What follows belongs to an exercise in optimizing a design on an open flow for small area; a production flow would make more cautious choices.
The RTL was checked by simulation tests, not by an equivalence proof against the original design.

Setup of rev 12:
==> module osc_bank, before the edit <==
module osc_bank #(
    parameter int sample_div = 64
) (
    input  logic                            clk,
    input  logic                            rst_n,
    input  logic [synth_pkg::midi_w-1:0]     note_in,
    input  logic [synth_pkg::midi_w-1:0]     vel_in,
    input  logic                            wr_head,
    input  logic                            note_off,
    input  logic                            note_off_nx,
    input  logic [synth_pkg::num_voices-1:0] voice_active,
    input  logic [synth_pkg::num_voices-1:0] off_sel,
    input  synth_pkg::waveform_t            waveform,
    output logic [synth_pkg::num_voices-1:0] note_match,
    output logic [1:0]                      h,
    output logic [synth_pkg::sample_w-1:0]   mix,
    output logic                            sample_tick
);
    localparam int nv = synth_pkg::num_voices;
    localparam int pw = synth_pkg::phase_w;
    localparam int mw = synth_pkg::midi_w;
    localparam int sw = synth_pkg::sample_w;
    logic [5:0]            dm;
    logic [3:0]            k;
    logic [nv-1:0][pw-1:0] r_phase;
    logic [nv-1:0][mw-1:0] r_note;
    logic [nv-1:0][mw-1:0] r_vel;
    logic [nv-1:0][sw-1:0] r_prod;
    logic [nv-1:0]         r_cy;
    logic [nv-1:0]         alive;
    synth_pkg::waveform_t  wave_t;
    logic [sw+1:0]         acc;
    logic [sw+1:0]         acc_sum;
    logic                  surv;
    logic [sw-1:0]         top;
    logic [sw-1:0]         shaped;
    logic [sw:0]           pp;
    logic [3:0]            octave;
    logic [3:0]            semi;
    logic [pw-1:0]         base;
    logic [4:0]            bidx;
    logic [31:0]           base_x;
    logic [1:0]            inc2;
    logic [2:0]            sum2;
    logic [pw-1:0]         phase_fb;
    always_ff @(posedge clk) begin
        if (!rst_n) begin
            dm          <= 6'd63;
            sample_tick <= 1'b0;
        end else begin
            dm          <= 6'(synth_pkg::rca10(10'(dm), 10'd0, 1'b1));
            sample_tick <= (dm == 6'd62);
        end
    end
    assign h = dm[1:0];
    assign k = dm[5:2];
    always_ff @(posedge clk) begin
        for (int v = 0; v < nv; v++) begin
            if (h == 2'(v)) note_match[v] <= (r_note[0] == note_in);
        end
    end
    always_comb begin
        case (h)
            2'd0:    surv = alive[0] && voice_active[0] && !((note_off || note_off_nx) && off_sel[0]);
            2'd1:    surv = alive[1] && voice_active[1] && !(note_off && off_sel[1]);
            2'd2:    surv = alive[2] && voice_active[2];
            default: surv = alive[3];
        endcase
    end
    always_comb begin
        top = r_phase[0][pw-1 -: sw];
        case (wave_t)
            synth_pkg::wave_square:   shaped = {sw{top[sw-1]}};
            synth_pkg::wave_triangle: shaped = top[sw-1] ? {~top[sw-2:0], 1'b0}
                                                         : {top[sw-2:0], 1'b0};
            default:                  shaped = top;
        endcase
        pp = 9'(synth_pkg::rca10(10'((k == 4'd0) ? '0 : r_prod[0]), 10'(r_vel[0][k[2:0]] ? shaped : '0), 1'b0));
    end
    always_comb begin
        {octave, semi} = synth_pkg::octave_semi(r_note[0]);
        base     = synth_pkg::semi_base(semi);
        bidx     = 5'(synth_pkg::rca10(synth_pkg::rca10(10'({k[2:0], 1'b0}), 10'd27, 1'b0), {6'd0, ~octave}, 1'b0));
        base_x   = {16'd0, base};
        inc2     = base_x[bidx +: 2];
        sum2     = 3'(synth_pkg::rca10(10'(r_phase[0][1:0]), 10'(inc2), (k[2:0] != 3'd0) && r_cy[0]));
        phase_fb = {sum2[1:0], r_phase[0][pw-1:2]};
        if (k == 4'd15 && !surv) phase_fb = '0;
    end
    always_comb begin
        acc_sum  = (sw+2)'(synth_pkg::rca10((dm == 6'd60) ? '0 : acc, surv ? 10'(r_prod[0]) : '0, 1'b0));
    end
    assign mix = acc_sum[sw+1 -: sw];
    always_ff @(posedge clk) begin
        for (int i = 0; i < nv - 1; i++) begin
            r_phase[i] <= r_phase[i+1];
            r_note[i]  <= r_note[i+1];
            r_vel[i]   <= r_vel[i+1];
            r_prod[i]  <= r_prod[i+1];
            r_cy[i]    <= r_cy[i+1];
        end
        r_phase[nv-1] <= k[3] ? phase_fb : r_phase[0];
        r_prod[nv-1]  <= (!k[3] && k[2:0] != 3'd7) ? pp[sw:1] : r_prod[0];
        r_cy[nv-1]    <= sum2[2];
        r_note[nv-1]  <= wr_head ? note_in : r_note[0];
        r_vel[nv-1]   <= wr_head ? vel_in : r_vel[0];
        acc           <= acc_sum;
        if (sample_tick) wave_t <= waveform;
    end
    always_ff @(posedge clk) begin
        if (!rst_n) begin
            alive <= '0;
        end else if (sample_tick) begin
            alive <= voice_active;
        end else begin
            alive <= alive & voice_active;
        end
    end
endmodule
clock: 10.0 ns
lec_check: 0
abc_area: 1
cap_margin: 20
core_margin: 2
core_utilization: 60
slew_margin: 20
standard.sh (not shown) runs the stock make flow with config.mk's settings and CLKGATE_MAP_FILE= SYNTH_SCRIPT=/design/flow/synth_recipe.tcl, a recipe that flattens the netlist after the stock synthesis.
==> flow/flow/run.sh <==
#!/bin/bash
set -euo pipefail
cd "$(dirname "$0")/.."
bash standard.sh \
  "CTS_ARGS=-sink_clustering_enable -repair_clock_nets -dont_use_dummy_load -sink_clustering_size 20 -sink_clustering_max_diameter 50 -buf_list sky130_fd_sc_hd__clkbuf_8" \
  "BUFFER_PORTS_ARGS=-buffer_cell sky130_fd_sc_hd__buf_1" \
  finish > flow.log 2>&1
Changes in rev 13 relative to rev 12:
--- a/flow/design.v
+++ b/flow/design.v
@@ -304,10 +304,12 @@
     logic [sw+1:0]         acc;
     logic [sw+1:0]         acc_sum;
     logic                  surv;
     logic [sw-1:0]         top;
     logic [sw-1:0]         shaped;
+    logic                  tri_sel;
+    logic                  saw_sel;
     logic [sw:0]           pp;
     logic [3:0]            octave;
     logic [3:0]            semi;
     logic [pw-1:0]         base;
     logic [4:0]            bidx;
@@ -339,16 +341,16 @@
             default: surv = alive[3];
         endcase
     end
     always_comb begin
         top = r_phase[0][pw-1 -: sw];
-        case (wave_t)
-            synth_pkg::wave_square:   shaped = {sw{top[sw-1]}};
-            synth_pkg::wave_triangle: shaped = top[sw-1] ? {~top[sw-2:0], 1'b0}
-                                                         : {top[sw-2:0], 1'b0};
-            default:                  shaped = top;
-        endcase
+        tri_sel = (wave_t == synth_pkg::wave_triangle);
+        saw_sel = (wave_t != synth_pkg::wave_square) && !tri_sel;
+        shaped[0] = saw_sel ? top[0] : (top[sw-1] && !tri_sel);
+        for (int i = 1; i < sw; i++) begin
+            shaped[i] = saw_sel ? top[i] : top[sw-1] ^ (tri_sel && top[i-1]);
+        end
         pp = 9'(synth_pkg::rca10(10'((k == 4'd0) ? '0 : r_prod[0]), 10'(r_vel[0][k[2:0]] ? shaped : '0), 1'b0));
     end
     always_comb begin
         {octave, semi} = synth_pkg::octave_semi(r_note[0]);
         base     = synth_pkg::semi_base(semi);
==> comparison <==
- Compared rev 12 against rev 13; post-synthesis to final-layout area growth within noise.
- dfxtp_1 as the slowest stage cell on the critical path was reported by rev 12, and inv_1 by rev 13.
- The final reports for rev 13 and rev 12 show mean number of vias per cell lower in the former.
- Routed wire length (lower): rev 13
- The adder-cell share of the synthesized area was comparable across rev 12 and rev 13.
- Taking rev 12 as the reference, in rev 13 slack of the critical path shows a reduction of 52 ps; hold slack shows a reduction of 18 ps; met3 layer usage reported by global route shows a reduction of 0.34 points; synthesized area per cell shows an increase of 0.31 um2; wire length of the first global-routing pass shows a reduction of about 2.7%.
- On setup TNS, rev 12 and rev 13 are basically level.

==> static timing again, ports no longer ideal <==
The results above use ideal ports. As a check the final layouts listed here were re-extracted and re-timed, cells and wires unchanged. Step 1, drivers: a clkbuf_16 drives clk and a buf_2 each remaining input, both assumed. Step 2 also shifts input and output timing later by t, the mid clock arrival at the registers, as if the neighbouring blocks saw the same clock. Slacks: no drivers / after step 1 / after step 2; pairs: no drivers / after step 1.
run	shift t [ns]	slack for setup (ns)	worst setup path after step 2	slew at the worst register clock pin (ns)
rev 12	0.536	4.815 / 4.815 / 4.815	register to register	0.11 / 0.11
rev 13	0.512	4.763 / 4.763 / 4.763	register to register	0.11 / 0.11
After both steps every run listed still meets setup and hold.
